Context: an optimization exercise on an open-source flow, tuned for small area, a short achievable clock period and few clock cycles per item. The choices shown serve that exercise and are no tape-out recipe.
Where RTL was checked, it was by simulation tests only, not by an equivalence proof against the original.
The RTL of runs 1, 3 and 4 was laid out without a check of its function.
Power is estimated from default activity; no workload was simulated.

`design/flow/flow/run.sh`:
```
#!/bin/bash
set -euo pipefail
MARGIN=${MARGIN:-6.5}
bash standard.sh SETUP_SLACK_MARGIN=$MARGIN "BUFFER_PORTS_ARGS=-buffer_cell sky130_fd_sc_hd__buf_2" finish > make.log 2>&1
```
`design/flow/standard.sh`:
```
#!/bin/bash
# synth_recipe.tcl (not shown) runs the flow's synth.tcl, then flattens the netlist and writes it again
# the make line also repeats each setting of config.mk as NAME=value (left out here)
make -C /OpenROAD-flow-scripts/flow DESIGN_CONFIG=/design/flow/config.mk WORK_HOME=/design/flow/orfs CLKGATE_MAP_FILE= SYNTH_SCRIPT=/design/flow/synth_recipe.tcl "${@:-finish}"
```
`design/flow/config.mk`:
```
export PLATFORM = sky130hd
export DESIGN_NAME = merge_ram_top
export DESIGN_NICKNAME = merge_ram_top
export VERILOG_FILES = /design/flow/design.v
export SDC_FILE = /design/flow/constraint.sdc
export NUM_CORES = 4
export LEC_CHECK = 0
export CAP_MARGIN = 20
export CORE_MARGIN = 2
export CORE_UTILIZATION = 40
export SLEW_MARGIN = 20
```
`design/flow/constraint.sdc`:
```
create_clock -name core_clock -period 9.0 [get_ports {clk}]
set_input_delay 1.8000 -clock core_clock [delete_from_list [all_inputs] [get_ports {clk}]]
set_output_delay 1.8000 -clock core_clock [all_outputs]
set_load 0.01 [all_outputs]
```
`design/flow/design.v`:
```
package merge_pkg;
  parameter int NUM_BLK_W = 2;
  parameter int KEY_W = 6;
  parameter int PAY_W = 16;
  parameter int BASE_W = 8;
  parameter int FIFO_AW = 4;
  parameter int NFR = 3;
  parameter int NFR_W = 2;   
endpackage
`timescale 1ns/1ps
module blk_writer #(
  parameter int NUM_BLK_W = merge_pkg::NUM_BLK_W,
  parameter int BASE_W    = merge_pkg::BASE_W,
  parameter int NFR       = merge_pkg::NFR,
  parameter int CW        = merge_pkg::FIFO_AW
) (
  input  logic                              clk,
  input  logic                              rst,
  input  logic                              in_valid_i,
  input  logic                              in_last_i,
  input  logic [BASE_W-1:0]                 in_base_i,
  input  logic [2**NUM_BLK_W*CW-1:0]        occ_i,
  input  logic [2**NUM_BLK_W-1:0]           f15_i,
  input  logic [2**NUM_BLK_W-1:0]           f16_i,
  input  logic                              frame_end_i,   
  output logic                              in_ready_o,
  output logic [2**NUM_BLK_W-1:0]           wen_o,
  output logic [2**NUM_BLK_W-1:0]           push_o,
  output logic [BASE_W-1:0]                 base_o,        
  output logic [2**NUM_BLK_W*NUM_BLK_W-1:0] bmap_o         
);
  localparam int NB = 2**NUM_BLK_W;
  localparam int PW = merge_pkg::NFR_W;
  logic [NUM_BLK_W-1:0] blk;        
  logic [NUM_BLK_W-1:0] cur;        
  logic [NB-1:0]        used;       
  logic                 first_q;    
  logic                 rdy_q;
  logic [PW-1:0]        bwp;        
  logic [PW-1:0]        brp;        
  logic [PW:0]          nfr;        
  logic [BASE_W-1:0]    bq [NFR];
  logic [NUM_BLK_W-1:0] bmap [NFR][NB];
  logic                 xfer;
  logic                 xlast;
  logic                 fend;       
  logic [NB-1:0]        avail;
  logic [NUM_BLK_W-1:0] pick;
  logic [NUM_BLK_W-1:0] cur_n;
  logic                 first_n;
  logic [PW:0]          nfr_n;
  logic                 full_n;
  logic [CW-1:0]        occ_a [NB];
  assign in_ready_o = rdy_q;
  assign xfer       = in_valid_i && rdy_q;
  assign xlast      = xfer && in_last_i;
  assign fend       = xlast && (&blk);
  for (genvar g = 0; g < NB; g++) begin : g_w
    assign occ_a[g]  = occ_i[g*CW +: CW];
    assign wen_o[g]  = rdy_q && (cur == NUM_BLK_W'(g));
    assign push_o[g] = xfer && (cur == NUM_BLK_W'(g));
    assign bmap_o[g*NUM_BLK_W +: NUM_BLK_W] = bmap[brp][g];
  end
  assign avail = (&blk) ? '1 : ~used;
  always_comb begin
    logic found;
    found = 1'b0;
    pick  = '0;
    for (int i = 0; i < NB; i++) begin
      if (avail[i] && (!found || occ_a[i] < occ_a[pick])) begin
        found = 1'b1;
        pick  = NUM_BLK_W'(i);
      end
    end
  end
  assign base_o = bq[brp];
  assign cur_n   = xlast ? pick : cur;
  assign first_n = xfer ? fend : first_q;
  assign nfr_n   = nfr + (PW+1)'(xfer && first_q);
  assign full_n  = f16_i[cur_n] || (f15_i[cur_n] && push_o[cur_n]);
  always_ff @(posedge clk or posedge rst) begin
    if (rst) begin
      blk     <= '0;
      cur     <= '0;
      used    <= 4'b0001;
      first_q <= 1'b1;
      rdy_q   <= 1'b1;
      bwp     <= '0;
      brp     <= '0;
      nfr     <= '0;
    end else begin
      if (xlast) begin
        blk  <= blk + 1'b1;
        used <= ((&blk) ? '0 : used) | (NB'(1) << pick);
      end
      cur     <= cur_n;
      first_q <= first_n;
      rdy_q   <= !full_n && !(first_n && (nfr_n >= (PW+1)'(NFR)));
      if (fend)
        bwp <= (bwp == PW'(NFR-1)) ? '0 : bwp + 1'b1;
      if (frame_end_i)
        brp <= (brp == PW'(NFR-1)) ? '0 : brp + 1'b1;
      nfr <= nfr + (PW+1)'(xfer && first_q) - (PW+1)'(frame_end_i);
    end
  end
  always_ff @(posedge clk) begin
    if (rdy_q && first_q)
      bq[bwp] <= in_base_i;
    if (rdy_q)
      bmap[bwp][cur] <= blk;
  end
endmodule
`timescale 1ns/1ps
module blk_fifo #(
  parameter int DEPTH = 2**merge_pkg::FIFO_AW - 1,
  parameter int W     = 1 + merge_pkg::KEY_W + merge_pkg::PAY_W,
  parameter int AW    = merge_pkg::FIFO_AW,   
  parameter int CW    = merge_pkg::FIFO_AW    
) (
  input  logic          clk,
  input  logic          rst,
  input  logic          wen_i,    
  input  logic          push_i,   
  input  logic [W-1:0]  din_i,
  input  logic          pop_i,    
  output logic [W-1:0]  head_o,
  output logic          hv_o,     
  output logic [CW-1:0] occ_o,    
  output logic          f15_o,    
  output logic          f16_o     
);
  logic [W-1:0]  mem [DEPTH];
  logic [AW-1:0] wp;
  logic [AW-1:0] rp;
  logic          nonempty;
  logic          hen;
  logic          rd;
  assign nonempty = (occ_o != '0);
  assign f15_o    = (occ_o == CW'(DEPTH-1));
  assign f16_o    = (occ_o == CW'(DEPTH));
  assign hen      = !hv_o || pop_i;
  assign rd       = hen && nonempty;
  always_ff @(posedge clk) begin
    if (wen_i)
      mem[wp] <= din_i;
  end
  always_ff @(posedge clk) begin
    if (hen)
      head_o <= mem[rp];
  end
  always_ff @(posedge clk or posedge rst) begin
    if (rst) begin
      wp    <= '0;
      rp    <= '0;
      occ_o <= '0;
      hv_o  <= 1'b0;
    end else begin
      if (push_i)
        wp <= (wp == AW'(DEPTH-1)) ? '0 : wp + 1'b1;
      if (rd)
        rp <= (rp == AW'(DEPTH-1)) ? '0 : rp + 1'b1;
      if (push_i && !rd)
        occ_o <= occ_o + 1'b1;
      else if (rd && !push_i)
        occ_o <= occ_o - 1'b1;
      if (hen)
        hv_o <= nonempty;
    end
  end
endmodule
`timescale 1ns/1ps
module merge_select #(
  parameter int NUM_BLK_W = merge_pkg::NUM_BLK_W,
  parameter int KEY_W     = merge_pkg::KEY_W,
  parameter int PAY_W     = merge_pkg::PAY_W
) (
  input  logic                                    clk,
  input  logic                                    rst,
  input  logic [2**NUM_BLK_W*(1+KEY_W+PAY_W)-1:0] head_i,   
  input  logic [2**NUM_BLK_W-1:0]                 hv_i,
  input  logic [2**NUM_BLK_W*NUM_BLK_W-1:0]       bmap_i,   
  input  logic                                    sel_ready_i,
  output logic [2**NUM_BLK_W-1:0]                 pop_o,
  output logic                                    sel_valid_o,
  output logic [KEY_W-1:0]                        sel_key_o,
  output logic [NUM_BLK_W-1:0]                    sel_blk_o,
  output logic [PAY_W-1:0]                        sel_pay_o,
  output logic                                    sel_last_o,
  output logic                                    frame_end_o
);
  localparam int NB = 2**NUM_BLK_W;
  localparam int DW = 1 + KEY_W + PAY_W;
  logic [NB-1:0]        done_q;
  logic [NB-1:0]        elig;
  logic [NB-1:0]        win;
  logic [KEY_W-1:0]     key_a [NB];
  logic [PAY_W-1:0]     pay_a [NB];
  logic [NUM_BLK_W-1:0] blk_a [NB];
  logic [NB-1:0]        lst_a;
  logic [NB-1:0]        endf;    
  logic                 go;
  always_comb begin
    for (int i = 0; i < NB; i++) begin
      lst_a[i] = head_i[i*DW+KEY_W+PAY_W];
      key_a[i] = head_i[i*DW+PAY_W +: KEY_W];
      pay_a[i] = head_i[i*DW +: PAY_W];
      blk_a[i] = bmap_i[i*NUM_BLK_W +: NUM_BLK_W];
    end
  end
  assign elig = hv_i & ~done_q;
  assign go   = &(hv_i | done_q);
  always_comb begin
    for (int i = 0; i < NB; i++) begin
      win[i] = elig[i];
      for (int j = 0; j < NB; j++) begin
        if (j != i)
          win[i] = win[i] && !(elig[j] && (key_a[j] < key_a[i] ||
                                           (key_a[j] == key_a[i] && blk_a[j] < blk_a[i])));
      end
    end
  end
  always_comb begin
    sel_key_o  = '0;
    sel_blk_o  = '0;
    sel_pay_o  = '0;
    sel_last_o = 1'b0;
    for (int i = 0; i < NB; i++) begin
      endf[i] = lst_a[i] && ((done_q | (NB'(1) << i)) == '1);
      if (win[i]) begin
        sel_key_o  = sel_key_o | key_a[i];
        sel_blk_o  = sel_blk_o | blk_a[i];
        sel_pay_o  = sel_pay_o | pay_a[i];
        sel_last_o = sel_last_o | endf[i];
      end
    end
  end
  assign sel_valid_o = go;
  assign pop_o       = (go && sel_ready_i) ? win : '0;
  assign frame_end_o = go && sel_ready_i && sel_last_o;
  always_ff @(posedge clk or posedge rst) begin
    if (rst) begin
      done_q <= '0;
    end else if (go && sel_ready_i) begin
      if (sel_last_o)
        done_q <= '0;
      else
        done_q <= done_q | (win & lst_a);
    end
  end
endmodule
`timescale 1ns/1ps
module out_stage #(
  parameter int NUM_BLK_W = merge_pkg::NUM_BLK_W,
  parameter int KEY_W     = merge_pkg::KEY_W,
  parameter int PAY_W     = merge_pkg::PAY_W,
  parameter int BASE_W    = merge_pkg::BASE_W
) (
  input  logic                    clk,
  input  logic                    rst,
  input  logic [BASE_W-1:0]       base_i,
  input  logic                    sel_valid_i,
  input  logic [KEY_W-1:0]        sel_key_i,
  input  logic [NUM_BLK_W-1:0]    sel_blk_i,
  input  logic [PAY_W-1:0]        sel_pay_i,
  input  logic                    sel_last_i,
  input  logic                    out_ready_i,
  output logic                    sel_ready_o,
  output logic                    out_valid_o,
  output logic [BASE_W+KEY_W-1:0] out_time_o,
  output logic [NUM_BLK_W-1:0]    out_blk_o,
  output logic [PAY_W-1:0]        out_pay_o,
  output logic                    out_last_o
);
  logic vld_q;
  assign sel_ready_o = !vld_q || out_ready_i;   
  assign out_valid_o = vld_q;
  always_ff @(posedge clk or posedge rst) begin
    if (rst)
      vld_q <= 1'b0;
    else if (sel_ready_o)
      vld_q <= sel_valid_i;
  end
  always_ff @(posedge clk) begin
    if (sel_ready_o) begin
      out_time_o <= {base_i, sel_key_i};
      out_blk_o  <= sel_blk_i;
      out_pay_o  <= sel_pay_i;
      out_last_o <= sel_last_i;
    end
  end
endmodule
`timescale 1ns/1ps
module merge_ram_top #(
  parameter int NUM_BLK_W = merge_pkg::NUM_BLK_W,
  parameter int KEY_W     = merge_pkg::KEY_W,
  parameter int PAY_W     = merge_pkg::PAY_W,
  parameter int BASE_W    = merge_pkg::BASE_W,
  parameter int FIFO_AW   = merge_pkg::FIFO_AW
) (
  input  logic                    clk,
  input  logic                    rst,
  input  logic                    in_valid_i,
  input  logic                    in_last_i,
  input  logic [BASE_W-1:0]       in_base_i,
  input  logic [KEY_W-1:0]        in_key_i,
  input  logic [PAY_W-1:0]        in_pay_i,
  output logic                    in_ready_o,
  output logic                    out_valid_o,
  output logic [BASE_W+KEY_W-1:0] out_time_o,
  output logic [NUM_BLK_W-1:0]    out_blk_o,
  output logic [PAY_W-1:0]        out_pay_o,
  output logic                    out_last_o,
  input  logic                    out_ready_i
);
  localparam int NB = 2**NUM_BLK_W;
  localparam int DW = 1 + KEY_W + PAY_W;   
  localparam int CW = FIFO_AW;             
  logic [NB-1:0]           wen;
  logic [NB-1:0]           push;
  logic [NB*CW-1:0]        occ;
  logic [NB-1:0]           f15;
  logic [NB-1:0]           f16;
  logic [NB-1:0]           pop;
  logic [NB-1:0]           hv;
  logic [NB*DW-1:0]        heads;
  logic [NB*NUM_BLK_W-1:0] bmap;
  logic [BASE_W-1:0]       base;
  logic                    frame_end;
  logic                    sel_valid;
  logic                    sel_ready;
  logic [KEY_W-1:0]        sel_key;
  logic [NUM_BLK_W-1:0]    sel_blk;
  logic [PAY_W-1:0]        sel_pay;
  logic                    sel_last;
  blk_writer #(.NUM_BLK_W(NUM_BLK_W), .BASE_W(BASE_W), .CW(CW)) u_writer (
    .clk, .rst, .in_valid_i, .in_last_i, .in_base_i, .occ_i(occ), .f15_i(f15), .f16_i(f16),
    .frame_end_i(frame_end), .in_ready_o, .wen_o(wen), .push_o(push), .base_o(base),
    .bmap_o(bmap)
  );
  for (genvar g = 0; g < NB; g++) begin : g_fifo
    blk_fifo #(.DEPTH(2**FIFO_AW - 1), .W(DW), .AW(FIFO_AW), .CW(CW)) u_fifo (
      .clk, .rst, .wen_i(wen[g]), .push_i(push[g]), .din_i({in_last_i, in_key_i, in_pay_i}),
      .pop_i(pop[g]), .head_o(heads[g*DW +: DW]), .hv_o(hv[g]), .occ_o(occ[g*CW +: CW]),
      .f15_o(f15[g]), .f16_o(f16[g])
    );
  end
  merge_select #(.NUM_BLK_W(NUM_BLK_W), .KEY_W(KEY_W), .PAY_W(PAY_W)) u_sel (
    .clk, .rst, .head_i(heads), .hv_i(hv), .bmap_i(bmap), .sel_ready_i(sel_ready), .pop_o(pop),
    .sel_valid_o(sel_valid), .sel_key_o(sel_key), .sel_blk_o(sel_blk), .sel_pay_o(sel_pay),
    .sel_last_o(sel_last), .frame_end_o(frame_end)
  );
  out_stage #(.NUM_BLK_W(NUM_BLK_W), .KEY_W(KEY_W), .PAY_W(PAY_W), .BASE_W(BASE_W)) u_out (
    .clk, .rst, .base_i(base), .sel_valid_i(sel_valid), .sel_key_i(sel_key),
    .sel_blk_i(sel_blk), .sel_pay_i(sel_pay), .sel_last_i(sel_last), .out_ready_i,
    .sel_ready_o(sel_ready), .out_valid_o, .out_time_o, .out_blk_o, .out_pay_o, .out_last_o
  );
endmodule
```
==> impl_metrics.json, run 1 <==
{
  "synth_cell_type_count": 79,
  "power.share.switching_pct": 32.0,
  "num_vias": 32598,
  "clk_latency_ns": 0.81,
  "final.fill_count": 12417,
  "seq_power_share_pct": 39.4,
  "antenna_found_initial": 14,
  "required_ns": 9.73,
  "final_common_cell": "edfxtp_1",
  "ys_warn_count": 8,
  "slew_viol_final": 0,
  "layout_common_cells": "1,520 x edfxtp_1, 368 x mux4_2, 171 x clkbuf_16, 167 x buf_4, 147 x nand2_1",
  "floorplan.initialDensity_pct": 40.2,
  "clock.fmax_mhz": 230,
  "synthAdderAreaFrac_pct": 1.57,
  "yosys.area_share.simple_pct": 2.83,
  "power_density_nw_per_um2": 319,
  "cts_tree": "yes",
  "synth_enable_flop_cells": 1520,
  "seq_area_frac_synth_pct": 75.8,
  "postLayoutCoreUtil_pct": 48.9,
  "core_area_um2": 156000,
  "synth_seq_cells": 1592,
  "syn_nets": 3189,
  "startpoint_type": "register",
  "place.port_buffers": 68,
  "setup_tns_ns": 0,
  "drive_gt1_share_pct": 35.7,
  "worst_slew_pin_slew_ns": 1.25,
  "clockBufferDepth": 3,
  "critPathKind": "register to register",
  "drt-pass1-iter-count": 10,
  "avgSynthCellArea_um2": 20.3,
  "relSlewSlack_pct": 15.8,
  "netlist_area_um2": 62600,
  "maxCapViolCount": 0,
  "setup_viol": 0,
  "dieArea_um2": 160000,
  "dieWidth_um": 400,
  "finalCritPeriodShare_pct": 48.3,
  "grt_overflow": 0,
  "status": "complete, no violations",
  "pre_cts_slack_ns": 4.31,
  "crit_path_max_fanout": 7,
  "clk_pin_slew_worst_paths_ns": 0.07,
  "vias_per_cell": 5.71,
  "grt_pass1_wl_um": 234000,
  "power.internal_mw": 16.5,
  "synth_xor_area_share_pct": 0.252,
  "grt_pass1_vias": 32126,
  "synth-compound-area-share_pct": 3.33,
  "cts_sinks": 1592,
  "yosys_most_used_dff": "edfxtp_1",
  "clkPwrFrac_pct": 27.0,
  "vdd_drop_max_v": 0.000200,
  "p_comb_share_pct": 33.6,
  "num_rows": 145,
  "async_flop_share_pct": 4.52,
  "drt_iter0_drc": 4371,
  "drcViolationCount": 0,
  "layout.nets": 3635,
  "arrival_ns": 5.07,
  "dpl.hpwl_um": 84500,
  "synth_top_family_by_area": "multiplexers",
  "grt_max_degree": 83,
  "timing.final.ws_setup_ns": 4.65,
  "rsz0062_at_grt": "true",
  "area_growth_pct": 21.8,
  "clock_skew_ns": 0.0272,
  "grt_usage_pct": 20.6,
  "p_leak_nw": 24.9,
  "worstHoldPathType": "register to register",
  "synthMuxAreaShare_pct": 14.9,
  "cts_root_buf": "clkbuf_16",
  "wl_per_cell_um": 29.0,
  "io_pins": 70,
  "end_kind": "register",
  "totalWireLength_um": 166000,
  "p_switching_mw": 7.79,
  "finalHoldViolCount": 0,
  "min_period_ns": 4.35,
  "die-height_um": 400,
  "antenna_left": 0,
  "place_congestion": 0.919,
  "cts-htree-levels": 4,
  "hold_buffers": 0,
  "numCtsBuffers": 163,
  "syn_inst": 3078
}
[critical path: stages, from the launching register on]
cell       delay (ns)
dfrtp_2          0.41
inv_2            0.08
ha_4             0.20
o211ai_1         0.25
o21ai_1          0.11
a21oi_2          0.16
buf_6            0.17
nor2_4           0.04
a21oi_4          0.14
ha_4             0.24
a2111oi_4        0.45
a31oi_4          0.17
nand2_1          0.10
o21ai_1          0.07
ha_1             0.38
buf_6            0.12
nand3_2          0.07
a31oi_1          0.15
o21ai_1          0.14
a22oi_2          0.26
nand2_1          0.11
buf_4            0.17
nor4_4           0.16
o32ai_2          0.11
[synthesized netlist by cell type, types with 10 or more instances]
cell type,count,area [µm²]
a21o_1,19,143
inv_1,62,233
nor3_1,25,125
nor2b_1,14,87.6
mux2_2,10,113
clkbuf_1,80,300
mux4_2,368,8290
a222oi_1,24,240
mux2i_1,93,931
edfxtp_1,1520,45600
xnor2_1,14,123
nand2b_1,26,163
o21ai_0,168,841
dfrtp_1,69,1730
nand2_1,160,601
a21oi_1,38,190
buf_1,42,158
buf_2,28,140
ha_1,72,901
nand3_1,26,130
nor2_1,81,304
[cells by family after synthesis]
kind of cell / count (synthesis)
other: 1
xor gates and xnor gates: 18
adders and majority gates: 76
muxes: 471
DFF: 1592
buffers and inverters: 215
AOI/OAI and AO/OA: 323
and+or+nand+nor: 382
[final timing paths]
kind / startpoint / endpoint / slack [ns] / depth (start not counted)
hold / removal: u_writer.bq[0][2] / u_out.out_time_o[8] / 0.42 / 0
setup reg to reg: g_fifo[0].u_fifo.occ_o[1] / u_writer.rdy_q / 4.65 / 23
hold reg to reg: u_writer.bq[0][2] / u_out.out_time_o[8] / 0.42 / 0
max in group asynchronous: rst / g_fifo[3].u_fifo.rp[0] / 7.15 / 3
setup / recovery: g_fifo[0].u_fifo.occ_o[1] / u_writer.rdy_q / 4.65 / 23
min in group asynchronous: rst / u_writer.nfr[2] / 1.22 / 3
[cell type report]
class | count | area, µm² | share of cell area [%]
Sequential cell | 1592 | 47500 | 62.3
Timing Repair Buffer | 419 | 4630 | 6.07
Timing Repair inverter | 1 | 7.51 | 0.00984
Clock buffer | 220 | 4440 | 5.82
Clock inverter | 70 | 714 | 0.937
Multi-Input combinational cell | 1285 | 16200 | 21.2
Tap cell | 2058 | 2570 | 3.38
Inverter | 62 | 250 | 0.328
Antenna cell | 2 | 5.00 | 0.00656
[metal layers]
| layer | track usage, % | wire [µm] |
|---|---|---|
| met5 | 0 | 48 |
| met1 | 30.2 | 70600 |
| met2 | 31.8 | 77600 |
| met4 | 5.48 | 3700 |
| met3 | 3.66 | 13600 |
[power by group through the flow]
stage	registers, mW	clock network [mW]	logic, mW
after detailed placement	9.98	0	6.01
after global placement	9.97	0	5.98
after floorplan	9.33	0	4.41
after CTS	9.58	6.67	7.69
final	9.59	6.56	8.18
after global routing	9.64	6.96	8.62
[stage by stage]
step / total power [mW] / hold WS, ns / cells / instance area (µm²)
global placement: 15.9 / 0.404 / 5147 / 66200
CTS: 23.9 / 0.420 / 5646 / 74900
floorplan: 13.7 / 0.400 / 3078 / 63100
finish: 24.3 / 0.417 / 5709 / 76300
detailed placement: 16.0 / 0.405 / 5149 / 66300
global route: 25.2 / 0.429 / 5707 / 76300
[flip-flops by register name, indices dropped and copies added (netlist names), 2 cells and up]
name	count
g_fifo.u_fifo.head_o	92
g_fifo.u_fifo.hv_o	4
g_fifo.u_fifo.mem	1380
g_fifo.u_fifo.occ_o	16
g_fifo.u_fifo.rp	16
g_fifo.u_fifo.wp	16
u_out.out_blk_o	2
u_out.out_pay_o	16
u_out.out_time_o	14
u_sel.done_q	4
u_writer.blk	2
u_writer.bmap	8
u_writer.bq	8
u_writer.bwp	2
u_writer.cur	2
u_writer.nfr	3
u_writer.used	4
[what timing repair did]
| action | CTS | global route |
|---|---|---|
| resized for setup | 324 | 179 |
| gates cloned | 23 | 7 |
| endpoints found under the setup margin | 944 | 996 |
| buffers inserted | 184 | 54 |
| pin swaps | 119 | 66 |
==> run 2, diff against run 1 <==
--- a/design/flow/design.v
+++ b/design/flow/design.v
@@ -41,4 +41,4 @@
   logic [PW:0]          nfr;        
-  logic [BASE_W-1:0]    bq [NFR];
-  logic [NUM_BLK_W-1:0] bmap [NFR][NB];
+  logic [NFR-1:0][BASE_W-1:0]            bq;
+  logic [NFR-1:0][NB-1:0][NUM_BLK_W-1:0] bmap;
   logic                 xfer;
@@ -48,2 +48,3 @@
   logic [NUM_BLK_W-1:0] pick;
+  logic [NB-1:0]        pick_oh;
   logic [NUM_BLK_W-1:0] cur_n;
@@ -61,3 +62,8 @@
     assign push_o[g] = xfer && (cur == NUM_BLK_W'(g));
-    assign bmap_o[g*NUM_BLK_W +: NUM_BLK_W] = bmap[brp][g];
+    always_comb begin
+      bmap_o[g*NUM_BLK_W +: NUM_BLK_W] = '0;
+      for (int k = 0; k < NFR; k++)
+        if (brp == PW'(k))
+          bmap_o[g*NUM_BLK_W +: NUM_BLK_W] = bmap[k][g];
+    end
   end
@@ -75,3 +81,11 @@
   end
-  assign base_o = bq[brp];
+  for (genvar g = 0; g < NB; g++) begin : g_oh
+    assign pick_oh[g] = (pick == NUM_BLK_W'(g));
+  end
+  always_comb begin
+    base_o = '0;
+    for (int k = 0; k < NFR; k++)
+      if (brp == PW'(k))
+        base_o = bq[k];
+  end
   assign cur_n   = xlast ? pick : cur;
@@ -93,3 +107,3 @@
         blk  <= blk + 1'b1;
-        used <= ((&blk) ? '0 : used) | (NB'(1) << pick);
+        used <= ((&blk) ? '0 : used) | pick_oh;
       end
@@ -105,7 +119,13 @@
   end
-  always_ff @(posedge clk) begin
-    if (rdy_q && first_q)
-      bq[bwp] <= in_base_i;
-    if (rdy_q)
-      bmap[bwp][cur] <= blk;
+  for (genvar k = 0; k < NFR; k++) begin : g_slot
+    always_ff @(posedge clk) begin
+      if (rdy_q && first_q && bwp == PW'(k))
+        bq[k] <= in_base_i;
+    end
+    for (genvar g = 0; g < NB; g++) begin : g_map
+      always_ff @(posedge clk) begin
+        if (rdy_q && bwp == PW'(k) && cur == NUM_BLK_W'(g))
+          bmap[k][g] <= blk;
+      end
+    end
   end
@@ -131,3 +151,3 @@
 );
-  logic [W-1:0]  mem [DEPTH];
+  logic [DEPTH-1:0][W-1:0] mem;
   logic [AW-1:0] wp;
@@ -137,2 +157,3 @@
   logic          rd;
+  logic [W-1:0]  rdata;
   assign nonempty = (occ_o != '0);
@@ -142,5 +163,12 @@
   assign rd       = hen && nonempty;
-  always_ff @(posedge clk) begin
-    if (wen_i)
-      mem[wp] <= din_i;
+  for (genvar i = 0; i < DEPTH; i++) begin : g_mem
+    always_ff @(posedge clk) begin
+      if (wen_i && wp == AW'(i))
+        mem[i] <= din_i;
+    end
+  end
+  always_comb begin
+    rdata = '0;
+    for (int i = 0; i < DEPTH; i++)
+      rdata = rdata | (mem[i] & {W{rp == AW'(i)}});
   end
@@ -148,3 +176,3 @@
     if (hen)
-      head_o <= mem[rp];
+      head_o <= rdata;
   end
@@ -227,3 +255,6 @@
     for (int i = 0; i < NB; i++) begin
-      endf[i] = lst_a[i] && ((done_q | (NB'(1) << i)) == '1);
+      endf[i] = lst_a[i];
+      for (int j = 0; j < NB; j++)
+        if (j != i)
+          endf[i] = endf[i] && done_q[j];
       if (win[i]) begin
==> design/flow/run.sh (new file) <==
#!/bin/bash
# synth_recipe.tcl (not shown) runs the flow's synth.tcl, then flattens the netlist and writes it again
# the make line also repeats each setting of config.mk as NAME=value (left out here)
make -C /OpenROAD-flow-scripts/flow DESIGN_CONFIG=/design/flow/config.mk WORK_HOME=/design/flow/orfs CLKGATE_MAP_FILE= SYNTH_SCRIPT=/design/flow/synth_recipe.tcl finish
--- a/design/flow/config.mk
+++ b/design/flow/config.mk
@@ -10,2 +10,3 @@
 export CORE_UTILIZATION = 40
+export SETUP_SLACK_MARGIN = 5
 export SLEW_MARGIN = 20
removed: design/flow/flow/run.sh
removed: design/flow/standard.sh
==> impl_metrics.json, run 2 <==
{
  "status": "complete, no violations",
  "r2r_slack_ns": 4.63,
  "netlist_area_um2": 61000,
  "rsz0062_at_grt": "true",
  "arrival_ns": 5.08,
  "synth_seq_cells": 1627,
  "end_kind": "register",
  "yosys_most_used_dff": "edfxtp_1",
  "synth_enable_flop_cells": 1553,
  "layout.nets": 3860,
  "floorplan.initialDensity_pct": 40.2,
  "startpoint_type": "register",
  "critPathKind": "register to register",
  "clk_latency_ns": 0.79,
  "required_ns": 9.71,
  "maxCapViolCount": 0,
  "clockBufferDepth": 3,
  "power.share.switching_pct": 34.0,
  "crit_path_max_fanout": 7,
  "p_switching_mw": 8.06,
  "num_vias": 36035,
  "cts_tree": "yes",
  "hold_depth": 1,
  "hold_buffers": 0,
  "grt_usage_pct": 22.3,
  "largest_reg_flops": 1380,
  "wl_met3_um": 18900,
  "setup_tns_ns": 0,
  "antenna_left": 0,
  "pre_cts_slack_ns": 3.39,
  "async_flop_share_pct": 4.55,
  "p_comb_share_pct": 29.1,
  "synth_cell_type_count": 82,
  "die-height_um": 395,
  "final_common_cell": "edfxtp_1",
  "seq_power_share_pct": 43.2,
  "io_pins": 70,
  "dieArea_um2": 156000,
  "synth_common_cells": "1,553 x edfxtp_1, 372 x a22oi_1, 165 x clkbuf_1",
  "seq_area_frac_synth_pct": 79.5,
  "min_period_ns": 4.37,
  "grt_pass1_vias": 34115,
  "p_leak_nw": 22.8,
  "place.port_buffers": 69,
  "finalHoldViolCount": 0,
  "yosysMostFrequentCell": "edfxtp_1",
  "core_area_um2": 152000,
  "area_growth_pct": 16.6,
  "syn_inst": 3494,
  "top_layer_used": "met5",
  "grt_pass1_wl_um": 251000,
  "clock_skew_ns": 0.0437,
  "layout_common_cells": "1,553 x edfxtp_1, 371 x a22oi_1, 189 x buf_4, 167 x clkbuf_16, 143 x nand2_1",
  "power_density_nw_per_um2": 333,
  "slew_viol_final": 0,
  "grt_overflow": 0,
  "drt_iter0_drc": 4975,
  "finalCritPeriodShare_pct": 48.6,
  "synthTopCellsByArea": "edfxtp_1 76%, a22oi_1 4.6%, dfrtp_1 2.9%, a222oi_1 1.9%, ha_1 1.5%",
  "wl_per_cell_um": 30.1,
  "largest_registers": "g_fifo.u_fifo.mem x1380, g_fifo.u_fifo.head_o x92",
  "num_rows": 143,
  "clk_pin_slew_worst_paths_ns": 0.06,
  "drt-pass1-iter-count": 7,
  "drcViolationCount": 0,
  "vias_per_cell": 6.10,
  "totalWireLength_um": 178000,
  "setup_viol": 0,
  "place_congestion": 0.873,
  "cts-htree-levels": 4,
  "drive_gt1_share_pct": 17.4,
  "syn_nets": 3607,
  "timing.final.ws_setup_ns": 4.63,
  "r2r_end": "u_writer.rdy_q",
  "numCtsBuffers": 163,
  "worst_slew_pin_slew_ns": 1.15,
  "vdd_drop_max_v": 0.000236,
  "ys_warn_count": 8,
  "relSlewSlack_pct": 23.1,
  "dpl.hpwl_um": 95300,
  "hp-start": "u_writer.used[2]",
  "clock.fmax_mhz": 229,
  "top_register": "g_fifo.u_fifo.mem",
  "avgSynthCellArea_um2": 17.5,
  "antenna_found_initial": 8,
  "rr_worst_depth": 21,
  "met1_length_um": 73900,
  "cts_root_buf": "clkbuf_16",
  "worstHoldPathType": "register to register",
  "cts_sinks": 1627,
  "yosysTopAreaCell": "edfxtp_1",
  "dieWidth_um": 395,
  "power.internal_mw": 15.6,
  "yosysTopAreaCellShare_pct": 76.4,
  "hold-path-endpoint": "u_writer.used[2]",
  "final.fill_count": 12841,
  "clkPwrFrac_pct": 27.8,
  "grt_max_degree": 63,
  "routed-wl-met2_um": 81100,
  "reg2reg_from": "g_fifo[1].u_fifo.occ_o[1]"
}
[run 2: cell types whose count changed in the layout (fill, tap and decap cells not counted), sizes merged, moves of 90 or more]
cell / change
a22oi: +369
buf: -192
and3: +97
o21ai: -100
a222oi: +90
a221oi: +95
a22o: +93
nand4: +96
mux4: -368
[run 2: how the worst max path moves through the flow]
stage | start | endpoint | slack, ns | cells past startpoint
after floorplan | out_ready_i | g_fifo[0].u_fifo.occ_o[3] | 4.37 | 14
after global placement | out_ready_i | g_fifo[1].u_fifo.occ_o[3] | 3.40 | 13
after detailed placement | out_ready_i | g_fifo[1].u_fifo.occ_o[3] | 3.39 | 13
after CTS | g_fifo[1].u_fifo.occ_o[1] | u_writer.rdy_q | 4.67 | 21
after global routing | g_fifo[1].u_fifo.occ_o[1] | u_writer.rdy_q | 4.48 | 21
final | g_fifo[1].u_fifo.occ_o[1] | u_writer.rdy_q | 4.63 | 21
[run 2: power by group through the flow]
stage | sequential [mW] | combinational [mW] | clock [mW]
2_1_floorplan | 9.89 | 3.58 | 0
3_3_place_gp | 10.3 | 5.93 | 0
3_5_place_dp | 10.4 | 6.01 | 0
4_1_cts | 10.2 | 6.39 | 6.64
5_1_grt | 10.3 | 7.28 | 6.94
6_report | 10.2 | 6.88 | 6.58
[run 2: logic make-up after synthesis]
group	Yosys count	share of synthesized area [%]
AOI/OAI and AO/OA	861	11.1
xor gates and xnor gates	19	0.273
adders and majority gates	78	1.65
buffers and inverters	236	1.49
DFF	1627	79.5
muxes	27	0.463
and+or+nand+nor	646	5.51
[run 2: area by class of cell]
| class | instances | area [µm²] | area share, % |
|---|---|---|---|
| Antenna cell | 1 | 2.50 | 0.00352 |
| Clock buffer | 215 | 4370 | 6.14 |
| Clock inverter | 79 | 766 | 1.08 |
| Inverter | 55 | 213 | 0.299 |
| Multi-Input combinational cell | 1635 | 12600 | 17.7 |
| Sequential cell | 1627 | 48500 | 68.2 |
| Tap cell | 2030 | 2540 | 3.57 |
| Timing Repair Buffer | 265 | 2140 | 3.01 |
[run 2: routing by layer]
metal  vias up  GRT usage (%)
met4         6           5.66
met1     18710           32.6
met3       288           4.59
met2      1995           34.1
met5         -              0
li1      15036              -
[run 2: worst max-delay path, cell delays in order (launching register included)]
cell and delay (ns):
dfrtp_2 0.44, ha_4 0.17, or3b_4 0.38, a21oi_2 0.15, o21a_4 0.22, nor2_4 0.05
a21oi_4 0.17, ha_4 0.24, a2111oi_4 0.34, a21o_1 0.20, nand2_2 0.12, buf_6 0.17
nand2_2 0.05, o21ai_2 0.05, ha_1 0.30, nand3_2 0.09, a41oi_2 0.19, o22ai_2 0.12
o22ai_4 0.23, a31oi_4 0.14, mux2_4 0.33, and3_1 0.14
[run 2: through the flow]
step | util (%) | area (µm²) | std cells | total power, mW | hold WS, ns
final | 46.9 | 71100 | 5907 | 23.7 | 0.506
after floorplan | - | 61100 | 3494 | 13.5 | 0.446
after global routing | 46.9 | 71100 | 5906 | 24.5 | 0.513
after global placement | 42.9 | 65000 | 5550 | 16.3 | 0.463
after CTS | 46.5 | 70600 | 5876 | 23.2 | 0.497
after detailed placement | 42.9 | 65000 | 5550 | 16.4 | 0.479
[run 2: timing repair]
| action | CTS | global route |
|---|---|---|
| setup buffers | 28 | 28 |
| setup endpoints to repair | 94 | 40 |
| pin swaps | 21 | 31 |
| gates resized for setup | 49 | 71 |
| cloned | 4 | 2 |
Testbench counts of run 2, summed over its fixed seeds: cycles 7,328, items 6,596.
==> run 3, diff against run 2 <==
--- a/design/flow/design.v
+++ b/design/flow/design.v
@@ -46,5 +46,12 @@
   logic                 fend;       
-  logic [NB-1:0]        avail;
-  logic [NUM_BLK_W-1:0] pick;
+  logic [NUM_BLK_W-1:0] pick_q;     
   logic [NB-1:0]        pick_oh;
+  logic [NB-1:0]        avail_a;
+  logic [NB-1:0]        avail_b;
+  logic [NUM_BLK_W-1:0] pick_a;
+  logic [NB-1:0]        best_a;
+  logic [NB-1:0]        best_b;
+  logic [NB-1:0][NB-1:0] le;
+  logic                 fe_q;       
+  logic [NUM_BLK_W-1:0] pick_b;
   logic [NUM_BLK_W-1:0] cur_n;
@@ -69,12 +76,32 @@
   end
-  assign avail = (&blk) ? '1 : ~used;
+  assign avail_a = (&blk) ? '1 : ~used;
+  assign avail_b = (blk == NUM_BLK_W'(NB-2)) ? '1 : ~(((&blk) ? '0 : used) | pick_oh);
   always_comb begin
-    logic found;
-    found = 1'b0;
-    pick  = '0;
+    le = '0;
+    for (int i = 0; i < NB; i++)
+      for (int j = i + 1; j < NB; j++) begin
+        le[i][j] = 1'b1;
+        for (int k = 0; k < CW; k++)
+          le[i][j] = (!occ_a[i][k] && occ_a[j][k]) || (!(occ_a[i][k] ^ occ_a[j][k]) && le[i][j]);
+      end
+  end
+  always_comb begin
+    pick_a = '0;
+    pick_b = '0;
     for (int i = 0; i < NB; i++) begin
-      if (avail[i] && (!found || occ_a[i] < occ_a[pick])) begin
-        found = 1'b1;
-        pick  = NUM_BLK_W'(i);
+      best_a[i] = avail_a[i];
+      best_b[i] = avail_b[i];
+      for (int j = 0; j < NB; j++) begin
+        if (j > i) begin
+          best_a[i] = best_a[i] && (!avail_a[j] || le[i][j]);
+          best_b[i] = best_b[i] && (!avail_b[j] || le[i][j]);
+        end else if (j < i) begin
+          best_a[i] = best_a[i] && (!avail_a[j] || !le[j][i]);
+          best_b[i] = best_b[i] && (!avail_b[j] || !le[j][i]);
+        end
       end
+      if (best_a[i])
+        pick_a = pick_a | NUM_BLK_W'(i);
+      if (best_b[i])
+        pick_b = pick_b | NUM_BLK_W'(i);
     end
@@ -82,3 +109,3 @@
   for (genvar g = 0; g < NB; g++) begin : g_oh
-    assign pick_oh[g] = (pick == NUM_BLK_W'(g));
+    assign pick_oh[g] = (pick_q == NUM_BLK_W'(g));
   end
@@ -90,6 +117,6 @@
   end
-  assign cur_n   = xlast ? pick : cur;
+  assign cur_n   = xlast ? pick_q : cur;
   assign first_n = xfer ? fend : first_q;
   assign nfr_n   = nfr + (PW+1)'(xfer && first_q);
-  assign full_n  = f16_i[cur_n] || (f15_i[cur_n] && push_o[cur_n]);
+  assign full_n  = xlast ? f16_i[pick_q] : (f16_i[cur] || (f15_i[cur] && xfer));
   always_ff @(posedge clk or posedge rst) begin
@@ -98,3 +125,4 @@
       cur     <= '0;
-      used    <= 4'b0001;
+      pick_q  <= NUM_BLK_W'(1);
+      used    <= NB'(1);
       first_q <= 1'b1;
@@ -104,2 +132,3 @@
       nfr     <= '0;
+      fe_q    <= 1'b0;
     end else begin
@@ -110,2 +139,3 @@
       cur     <= cur_n;
+      pick_q  <= xlast ? pick_b : pick_a;
       first_q <= first_n;
@@ -116,3 +146,8 @@
         brp <= (brp == PW'(NFR-1)) ? '0 : brp + 1'b1;
-      nfr <= nfr + (PW+1)'(xfer && first_q) - (PW+1)'(frame_end_i);
+      fe_q <= frame_end_i;
+      case ({xfer && first_q, fe_q})
+        2'b10:   nfr <= nfr + 1'b1;
+        2'b01:   nfr <= nfr - 1'b1;
+        default: nfr <= nfr;
+      endcase
     end
@@ -146,2 +181,4 @@
   output logic [W-1:0]  head_o,
+  output logic [W-1:0]  next_o,   
+  output logic          hen_o,    
   output logic          hv_o,     
@@ -154,2 +191,4 @@
   logic [AW-1:0] rp;
+  logic          ww;         
+  logic          rw;
   logic          nonempty;
@@ -158,2 +197,3 @@
   logic [W-1:0]  rdata;
+  assign occ_o    = wp - rp - CW'(ww != rw);
   assign nonempty = (occ_o != '0);
@@ -162,2 +202,4 @@
   assign hen      = !hv_o || pop_i;
+  assign hen_o    = hen;
+  assign next_o   = rdata;
   assign rd       = hen && nonempty;
@@ -182,13 +224,16 @@
       rp    <= '0;
-      occ_o <= '0;
+      ww    <= 1'b0;
+      rw    <= 1'b0;
       hv_o  <= 1'b0;
     end else begin
-      if (push_i)
+      if (push_i) begin
         wp <= (wp == AW'(DEPTH-1)) ? '0 : wp + 1'b1;
-      if (rd)
+        if (wp == AW'(DEPTH-1))
+          ww <= !ww;
+      end
+      if (rd) begin
         rp <= (rp == AW'(DEPTH-1)) ? '0 : rp + 1'b1;
-      if (push_i && !rd)
-        occ_o <= occ_o + 1'b1;
-      else if (rd && !push_i)
-        occ_o <= occ_o - 1'b1;
+        if (rp == AW'(DEPTH-1))
+          rw <= !rw;
+      end
       if (hen)
@@ -207,2 +252,4 @@
   input  logic [2**NUM_BLK_W*(1+KEY_W+PAY_W)-1:0] head_i,   
+  input  logic [2**NUM_BLK_W*(1+KEY_W+PAY_W)-1:0] next_i,   
+  input  logic [2**NUM_BLK_W-1:0]                 hen_i,    
   input  logic [2**NUM_BLK_W-1:0]                 hv_i,
@@ -223,3 +270,9 @@
   logic [NB-1:0]        win;
+  logic [NB-1:0][NB-1:0] prec;
   logic [KEY_W-1:0]     key_a [NB];
+  logic [KEY_W-1:0]     nkey_a [NB];
+  logic [NB-1:0][NB-1:0] klt_q;    
+  logic [NB-1:0][NB-1:0] keq_q;    
+  logic [NB-1:0][NB-1:0] klt_n;
+  logic [NB-1:0][NB-1:0] keq_n;
   logic [PAY_W-1:0]     pay_a [NB];
@@ -233,2 +286,3 @@
       key_a[i] = head_i[i*DW+PAY_W +: KEY_W];
+      nkey_a[i] = next_i[i*DW+PAY_W +: KEY_W];
       pay_a[i] = head_i[i*DW +: PAY_W];
@@ -240,2 +294,42 @@
   always_comb begin
+    logic [KEY_W-1:0] a [3];
+    logic [KEY_W-1:0] b [3];
+    logic [2:0]       lt, eq;
+    klt_n = klt_q;
+    keq_n = keq_q;
+    for (int i = 0; i < NB; i++)
+      for (int j = i + 1; j < NB; j++) begin
+        a[0] = nkey_a[i];
+        b[0] = key_a[j];
+        a[1] = key_a[i];
+        b[1] = nkey_a[j];
+        a[2] = nkey_a[i];
+        b[2] = nkey_a[j];
+        for (int c = 0; c < 3; c++) begin
+          lt[c] = 1'b0;
+          eq[c] = 1'b1;
+          for (int k = 0; k < KEY_W; k++) begin
+            lt[c] = (!a[c][k] && b[c][k]) || (!(a[c][k] ^ b[c][k]) && lt[c]);
+            eq[c] = eq[c] && !(a[c][k] ^ b[c][k]);
+          end
+        end
+        case ({hen_i[i], hen_i[j]})
+          2'b10: begin klt_n[i][j] = lt[0]; keq_n[i][j] = eq[0]; end
+          2'b01: begin klt_n[i][j] = lt[1]; keq_n[i][j] = eq[1]; end
+          2'b11: begin klt_n[i][j] = lt[2]; keq_n[i][j] = eq[2]; end
+          default: ;
+        endcase
+      end
+  end
+  always_ff @(posedge clk) begin
+    klt_q <= klt_n;
+    keq_q <= keq_n;
+  end
+  always_comb begin
+    prec = '0;
+    for (int i = 0; i < NB; i++)
+      for (int j = i + 1; j < NB; j++)
+        prec[i][j] = klt_q[i][j] || (keq_q[i][j] && blk_a[i] < blk_a[j]);
+  end
+  always_comb begin
     for (int i = 0; i < NB; i++) begin
@@ -243,5 +337,6 @@
       for (int j = 0; j < NB; j++) begin
-        if (j != i)
-          win[i] = win[i] && !(elig[j] && (key_a[j] < key_a[i] ||
-                                           (key_a[j] == key_a[i] && blk_a[j] < blk_a[i])));
+        if (j > i)
+          win[i] = win[i] && (!elig[j] || prec[i][j]);
+        else if (j < i)
+          win[i] = win[i] && (!elig[j] || !prec[j][i]);
       end
@@ -356,2 +451,4 @@
   logic [NB*DW-1:0]        heads;
+  logic [NB*DW-1:0]        nexts;
+  logic [NB-1:0]           hen;
   logic [NB*NUM_BLK_W-1:0] bmap;
@@ -373,3 +470,3 @@
       .clk, .rst, .wen_i(wen[g]), .push_i(push[g]), .din_i({in_last_i, in_key_i, in_pay_i}),
-      .pop_i(pop[g]), .head_o(heads[g*DW +: DW]), .hv_o(hv[g]), .occ_o(occ[g*CW +: CW]),
+      .pop_i(pop[g]), .head_o(heads[g*DW +: DW]), .next_o(nexts[g*DW +: DW]), .hen_o(hen[g]), .hv_o(hv[g]), .occ_o(occ[g*CW +: CW]),
       .f15_o(f15[g]), .f16_o(f16[g])
@@ -378,3 +475,3 @@
   merge_select #(.NUM_BLK_W(NUM_BLK_W), .KEY_W(KEY_W), .PAY_W(PAY_W)) u_sel (
-    .clk, .rst, .head_i(heads), .hv_i(hv), .bmap_i(bmap), .sel_ready_i(sel_ready), .pop_o(pop),
+    .clk, .rst, .head_i(heads), .next_i(nexts), .hen_i(hen), .hv_i(hv), .bmap_i(bmap), .sel_ready_i(sel_ready), .pop_o(pop),
     .sel_valid_o(sel_valid), .sel_key_o(sel_key), .sel_blk_o(sel_blk), .sel_pay_o(sel_pay),
==> design/flow/flow/run.sh (new file) <==
#!/bin/bash
set -euo pipefail
bash standard.sh "BUFFER_PORTS_ARGS=-buffer_cell sky130_fd_sc_hd__buf_2" SETUP_SLACK_MARGIN=5.7 finish > make.log 2>&1
==> design/flow/standard.sh (new file) <==
#!/bin/bash
# synth_recipe.tcl (not shown) runs the flow's synth.tcl, then flattens the netlist and writes it again
# the make line also repeats each setting of config.mk as NAME=value (left out here)
make -C /OpenROAD-flow-scripts/flow DESIGN_CONFIG=/design/flow/config.mk WORK_HOME=/design/flow/orfs CLKGATE_MAP_FILE= SYNTH_SCRIPT=/design/flow/synth_recipe.tcl "${@:-finish}"
--- a/design/flow/config.mk
+++ b/design/flow/config.mk
@@ -10,3 +10,2 @@
 export CORE_UTILIZATION = 40
-export SETUP_SLACK_MARGIN = 5
 export SLEW_MARGIN = 20
removed: design/flow/run.sh
==> impl_metrics.json, run 3 <==
{
  "crit_path_max_fanout": 5,
  "relSlewSlack_pct": 32.2,
  "area_growth_pct": 23.4,
  "startpoint_type": "register",
  "min_period_ns": 3.43,
  "layout.nets": 4487,
  "rr_worst_depth": 19,
  "r2r_end": "u_sel.klt_q[3]",
  "largest_reg_flops": 1380,
  "clockBufferDepth": 3,
  "slew_viol_final": 0,
  "p_leak_nw": 26.3,
  "num_rows": 146,
  "crit_chain": "buf_4 > buf_4 > nand2_4 > nor3_4 > buf_12 > a22oi_1 > nand4_1 > or2_4 > clkinvlp_4 > buf_12 > buf_6 > ha_4 > a21o_1 > a21o_1 > a21oi_1 > nor2_1 > a211oi_2 > a21oi_1 > o2bb2ai_1",
  "rsz0062_at_grt": "true",
  "clock_skew_ns": 0.0433,
  "io_pins": 70,
  "synth_cell_type_count": 84,
  "async_flop_share_pct": 4.22,
  "r2r_slack_ns": 5.57,
  "dieWidth_um": 402,
  "final_common_cell": "edfxtp_1",
  "seq_area_frac_synth_pct": 76.8,
  "place_congestion": 0.882,
  "antenna_found_initial": 12,
  "finalCritPeriodShare_pct": 38.1,
  "synthTopCellsByArea": "edfxtp_1 74%, a22oi_1 4.6%, ha_1 2.9%, dfrtp_1 2.6%, a222oi_1 1.8%",
  "floorplan.initialDensity_pct": 40.2,
  "final.fill_count": 12772,
  "syn_inst": 3780,
  "grt_usage_pct": 24.0,
  "worstHoldPathType": "register to register",
  "cp-endpoint": "u_sel.klt_q[3]",
  "synth_enable_flop_cells": 1565,
  "vdd_drop_max_v": 0.000252,
  "power_density_nw_per_um2": 366,
  "grt_pass1_wl_um": 278000,
  "synth_seq_cells": 1634,
  "setup_tns_ns": 0,
  "critical_path_buf_inv_count": 6,
  "netlist_area_um2": 63400,
  "numCtsBuffers": 166,
  "syn_nets": 3969,
  "drcViolationCount": 0,
  "cts_sinks": 1634,
  "vias_per_cell": 6.14,
  "grt_pass1_vias": 37485,
  "cp_top_family": "compound AO/OA/AOI/OAI gates",
  "cts_tree": "yes",
  "setup_viol": 0,
  "clk_latency_ns": 0.82,
  "arrival_ns": 3.97,
  "core_area_um2": 158000,
  "drt_iter0_drc": 5733,
  "layout_common_cells": "1,565 x edfxtp_1, 384 x a22oi_1, 320 x buf_4, 184 x clkbuf_16, 154 x nand2_1",
  "worst_slew_pin_slew_ns": 1.01,
  "yosys_most_used_dff": "edfxtp_1",
  "max_stage_delay_ns": 0.43,
  "grt_overflow": 0,
  "ys_warn_count": 11,
  "drt-pass1-iter-count": 9,
  "dieArea_um2": 162000,
  "avgSynthCellArea_um2": 16.8,
  "crit_slowest_cell": "dfrtp_2",
  "required_ns": 9.54,
  "maxCapViolCount": 0,
  "grt_max_degree": 61,
  "yosysTopAreaCellShare_pct": 74.1,
  "die-height_um": 402,
  "place.port_buffers": 69,
  "clk_pin_slew_worst_paths_ns": 0.06,
  "yosysMostFrequentCell": "edfxtp_1",
  "hold_buffers": 0,
  "reg2reg_from": "g_fifo[0].u_fifo.rp[2]",
  "wl_per_cell_um": 31.0,
  "fin_hold_ws_ns": 0.486,
  "clock.fmax_mhz": 292,
  "finalHoldViolCount": 0,
  "cts-htree-levels": 4,
  "cts_root_buf": "clkbuf_16",
  "critPathKind": "register to register",
  "drive_gt1_share_pct": 25.2,
  "dpl.hpwl_um": 105000,
  "synth_common_cells": "1,565 x edfxtp_1, 391 x a22oi_1, 174 x nand2_1",
  "cp.depth": 19,
  "num_vias": 39964,
  "largest_registers": "g_fifo.u_fifo.mem x1380, g_fifo.u_fifo.head_o x92",
  "top_register": "g_fifo.u_fifo.mem",
  "end_kind": "register",
  "totalWireLength_um": 202000,
  "antenna_left": 0,
  "yosysTopAreaCell": "edfxtp_1",
  "startpoint": "g_fifo[0].u_fifo.rp[2]",
  "status": "complete, no violations"
}
-- run 3: through the flow --
stage | instance area, µm² | setup slack (ns) | cells | utilization (%) | total power, mW
2_1_floorplan | 63800 | 5.20 | 3780 | - | 15.3
3_3_place_gp | 67400 | 4.36 | 5877 | 42.7 | 18.6
3_5_place_dp | 67400 | 4.27 | 5877 | 42.7 | 18.8
4_1_cts | 76400 | 5.56 | 6385 | 48.4 | 27.3
5_1_grt | 78300 | 5.45 | 6501 | 49.6 | 29.8
6_report | 78300 | 5.57 | 6506 | 49.6 | 28.6
-- run 3: how the worst min path moves through the flow --
stage	startpoint	end	slack (ns)	depth (start not counted)
finish	u_writer.nfr[2]	u_writer.nfr[2]	0.49	1
global placement	g_fifo[1].u_fifo.rw	g_fifo[1].u_fifo.rw	0.47	1
floorplan	g_fifo[1].u_fifo.rw	g_fifo[1].u_fifo.rw	0.46	1
global route	g_fifo[1].u_fifo.rw	g_fifo[1].u_fifo.rw	0.51	1
CTS	g_fifo[1].u_fifo.rw	g_fifo[1].u_fifo.rw	0.49	1
detailed placement	g_fifo[1].u_fifo.rw	g_fifo[1].u_fifo.rw	0.48	1
-- run 3: where the power goes --
part | internal [mW] | total, mW | switching [mW]
Sequential | 9.51 | 10.2 | 0.693
Combinational | 4.84 | 11.7 | 6.87
Clock | 3.84 | 6.72 | 2.88
Total | 18.2 | 28.6 | 10.4
-- run 3: cell type report --
class,count,area (µm²),area share [%]
clock inverters,71,724,0.925
multi-input cells,1870,15600,20.0
clock buffers,228,4520,5.77
diodes,5,12.5,0.0160
inverters,97,433,0.553
repair buffers,527,5630,7.19
flip-flops and latches,1634,48800,62.3
repair inverters,2,15.0,0.0192
well taps,2072,2590,3.31
-- run 3: cells by family after synthesis --
| logic type | count (synthesis) | share of synthesized area, % |
|---|---|---|
| fa+ha+maj | 154 | 3.14 |
| mux | 26 | 0.432 |
| simple gates | 717 | 5.83 |
| xor+xnor | 33 | 0.456 |
| flops | 1634 | 76.8 |
| buf+inv | 279 | 1.72 |
| compound gates | 937 | 11.6 |
-- run 3: metal layers --
metal | track usage, % | share of wire (%) | vias to the layer above
met1 | 34.9 | 41 | 20548
met4 | 8.16 | 3.1 | 2
met3 | 5.23 | 12 | 325
met5 | 0 | 0.0035 | -
met2 | 35.7 | 44 | 2444
li1 | - | - | 16645
-- run 3: repair_timing --
action	4_1_cts	5_1_grt
setup buffers	180	100
pin swaps	82	107
gates resized for setup	350	169
hold endpoints to repair	0	0
gates cloned	29	14
endpoints found under the setup margin	250	196
==> run 4, diff against run 3 <==
==> design/flow/flow/run.sh (replaced) <==
#!/bin/bash
set -euo pipefail
bash standard.sh "BUFFER_PORTS_ARGS=-buffer_cell sky130_fd_sc_hd__buf_2" SETUP_SLACK_MARGIN=5.4 finish > make.log 2>&1
--- a/design/flow/config.mk
+++ b/design/flow/config.mk
@@ -9,3 +9,6 @@
 export CORE_MARGIN = 2
-export CORE_UTILIZATION = 40
+export CORE_UTILIZATION = 60
+export CTS_BUF_LIST = sky130_fd_sc_hd__clkbuf_8
+export CTS_CLUSTER_DIAMETER = 50
+export CTS_CLUSTER_SIZE = 20
 export SLEW_MARGIN = 20
==> impl_metrics.json, run 4 <==
{
  "status": "complete, no violations",
  "use_met1_pct": 50.6,
  "vdd_drop_max_v": 0.000254,
  "vias_per_cell": 6.93,
  "synth_seq_cells": 1634,
  "largest_reg_flops": 1380,
  "min_period_ns": 3.55,
  "design_area_um2": 71400,
  "hold_buffers": 0,
  "antenna_found_initial": 15,
  "hp-start": "g_fifo[2].u_fifo.rw",
  "worstHoldPathType": "register to register",
  "slew_viol_final": 0,
  "async_flop_share_pct": 4.22,
  "drcViolationCount": 0,
  "grt_overflow": 0,
  "rr_worst_depth": 14,
  "arrival_ns": 4.16,
  "cts_root_buf": "clkbuf_8",
  "cts_sinks": 1634,
  "yosysTopAreaCellShare_pct": 74.1,
  "p_leak_nw": 23.7,
  "dieWidth_um": 329,
  "required_ns": 9.61,
  "grt.busiest_layer": "met2",
  "floorplan.initialDensity_pct": 60.4,
  "antenna_left": 0,
  "avgSynthCellArea_um2": 16.8,
  "hold_depth": 1,
  "yosysTopAreaCell": "edfxtp_1",
  "syn_inst": 3780,
  "clock.fmax_mhz": 282,
  "grt_pass1_wl_um": 263000,
  "totalWireLength_um": 188000,
  "cts_tree": "yes",
  "clk_latency_ns": 0.89,
  "core_area_um2": 105000,
  "ys_warn_count": 11,
  "wl_per_cell_um": 33.7,
  "dieArea_um2": 108000,
  "numCtsBuffers": 135,
  "worst_slew_pin_slew_ns": 1.07,
  "place.port_buffers": 69,
  "place_area_um2": 66300,
  "grt_usage_pct": 34.4,
  "clockBufferDepth": 3,
  "cts-htree-levels": 4,
  "grtUsageMet3_pct": 6.17,
  "clock_skew_ns": 0.0673,
  "setup_tns_ns": 0,
  "setup_viol": 0,
  "drt-pass1-iter-count": 9,
  "num_rows": 119,
  "power_density_nw_per_um2": 345,
  "grt_pass1_vias": 37043,
  "io_pins": 70,
  "grt_max_degree": 70,
  "pre_cts_slack_ns": 4.27,
  "p_total_mw": 24.6,
  "finalHoldViolCount": 0,
  "relSlewSlack_pct": 28.8,
  "crit_path_max_fanout": 23,
  "final_common_cell": "edfxtp_1",
  "netlist_area_um2": 63400,
  "dpl.hpwl_um": 104000,
  "reg2reg_from": "g_fifo[2].u_fifo.rp[1]",
  "timing.final.ws_setup_ns": 5.45,
  "syn_nets": 3969,
  "finalCritPeriodShare_pct": 39.4,
  "synthTopCellsByArea": "edfxtp_1 74%, a22oi_1 4.6%, ha_1 2.9%, dfrtp_1 2.6%, a222oi_1 1.8%",
  "synth_cell_type_count": 84,
  "num_vias": 38628,
  "yosys_most_used_dff": "edfxtp_1",
  "layout_common_cells": "1,565 x edfxtp_1, 389 x a22oi_1, 211 x buf_4, 158 x nand2_1, 144 x clkbuf_8",
  "maxCapViolCount": 0,
  "layout.nets": 4256,
  "clk_pin_slew_worst_paths_ns": 0.09,
  "r2r_slack_ns": 5.45,
  "end_kind": "register",
  "synth_enable_flop_cells": 1565,
  "r2r_end": "u_sel.klt_q[2]",
  "synth_common_cells": "1,565 x edfxtp_1, 391 x a22oi_1, 174 x nand2_1",
  "largest_registers": "g_fifo.u_fifo.mem x1380, g_fifo.u_fifo.head_o x92",
  "rsz0062_at_grt": "true",
  "area_growth_pct": 12.5,
  "place_congestion": 0.915,
  "startpoint_type": "register",
  "drive_gt1_share_pct": 20.1,
  "postLayoutCoreUtil_pct": 67.9,
  "seq_area_frac_synth_pct": 76.8,
  "die-height_um": 329,
  "drt_iter0_drc": 5971,
  "hold-path-endpoint": "g_fifo[2].u_fifo.rw",
  "grt_util_met2_pct": 52.9,
  "yosysMostFrequentCell": "edfxtp_1",
  "critPathKind": "register to register",
  "top_register": "g_fifo.u_fifo.mem"
}
==> run 4: cell counts after synthesis <==
Identical to the previous run, type by type.
==> run 4: worst max-delay path by stage <==
stage | from | to
after floorplan | out_ready_i | u_sel.klt_q[1]
after global placement | out_ready_i | u_sel.klt_q[1]
after detailed placement | u_writer.brp[1] | u_sel.klt_q[1]
after CTS | g_fifo[0].u_fifo.rp[0] | u_sel.klt_q[1]
after global routing | g_fifo[3].u_fifo.rp[1] | u_sel.klt_q[3]
final | g_fifo[2].u_fifo.rp[1] | u_sel.klt_q[2]
==> run 4: layer usage <==
layer	routed length, µm	up-vias
met1	72900	19629
li1	-	16105
met5	27	-
met3	22200	362
met4	5950	4
met2	86800	2528
==> run 4: per-stage QoR <==
| stage | instances | hold WS, ns |
|---|---|---|
| 2_1_floorplan | 3780 | 0.460 |
| 5_1_grt | 5568 | 0.503 |
| 3_3_place_gp | 5185 | 0.474 |
| 3_5_place_dp | 5186 | 0.475 |
| 6_report | 5573 | 0.492 |
| 4_1_cts | 5508 | 0.491 |
==> run 4: timing repair <==
action                     4_1_cts  5_1_grt
pin swaps                       20       31
setup buffers                   64       55
resized for setup              129      120
gates cloned                    13        3
setup endpoints to repair      185      101
==> run 4: area by class of cell <==
type,instances,area (µm²)
repair inverters,2,15.0
multi-input cells,1878,14800
diodes,7,17.5
flip-flops and latches,1634,48800
well taps,1391,1740
fillers,7080,33800
clock buffers,143,1970
repair buffers,319,2600
inverters,97,398
clock inverters,102,1050
==> run 4: critical path: stages (launching register included) <==
cell,delay [ns]
dfrtp_2,0.51
buf_4,0.16
nor3_2,0.04
buf_6,0.19
a22o_1,0.27
a221o_1,0.27
or3_4,0.50
ha_1,0.33
a21o_1,0.17
a21o_1,0.17
a21oi_1,0.13
nor2_1,0.07
a211oi_2,0.19
a21oi_1,0.09
o2bb2ai_1,0.16
==> run 4: logic make-up after synthesis <==
logic type	count (synthesis)	share of synthesized area (%)
flip-flops	1634	76.8
AND/OR/NAND/NOR	717	5.83
XOR/XNOR	33	0.456
multiplexers	26	0.432
buffers and inverters	279	1.72
AO/OA/AOI/OAI	937	11.6
adder cells (fa/ha/maj)	154	3.14
==> run 4: power by group <==
group          leakage (nW)  total [mW]  internal (mW)  switching (mW)
Sequential             15.0        10.2           9.50           0.721
Clock                  1.50        4.50           1.89            2.61
Combinational          7.18        9.87           3.61            6.26

==> separate check: timing with driven ports <==
In the flow no input, the clock included, has a driving cell. The finished layouts below were timed again as built, in two steps. Step 1: set_driving_cell puts a clkbuf_16 on clk and a buf_2 on each other input, an assumption about the parent block. Step 2 moves the port delays by t, midway between the first and last clock arrival at a register: inputs arrive t later, outputs are due t later. That takes back most of the time a late clock gives input paths. Three values: ideal, step 1, step 2; two values: the first two.
run | t (ns) | setup WS [ns] | worst setup path at the end | clock arrival spread, ns
run 1 | 0.873 | 4.655 / 4.655 / 4.655 | register to register | 0.030 / 0.030
run 2 | 0.851 | 4.627 / 4.627 / 4.518 | input to register | 0.046 / 0.045
run 3 | 0.879 | 5.571 / 5.529 / 5.068 | input to register | 0.045 / 0.045
run 4 | 0.930 | 5.450 / 5.412 / 4.768 | input to register | 0.068 / 0.068
After both steps setup and hold are still met in every run listed. The setup slack of run 4, which loses most, moves by -0.038 ns with the drivers and by -0.682 ns with both steps.
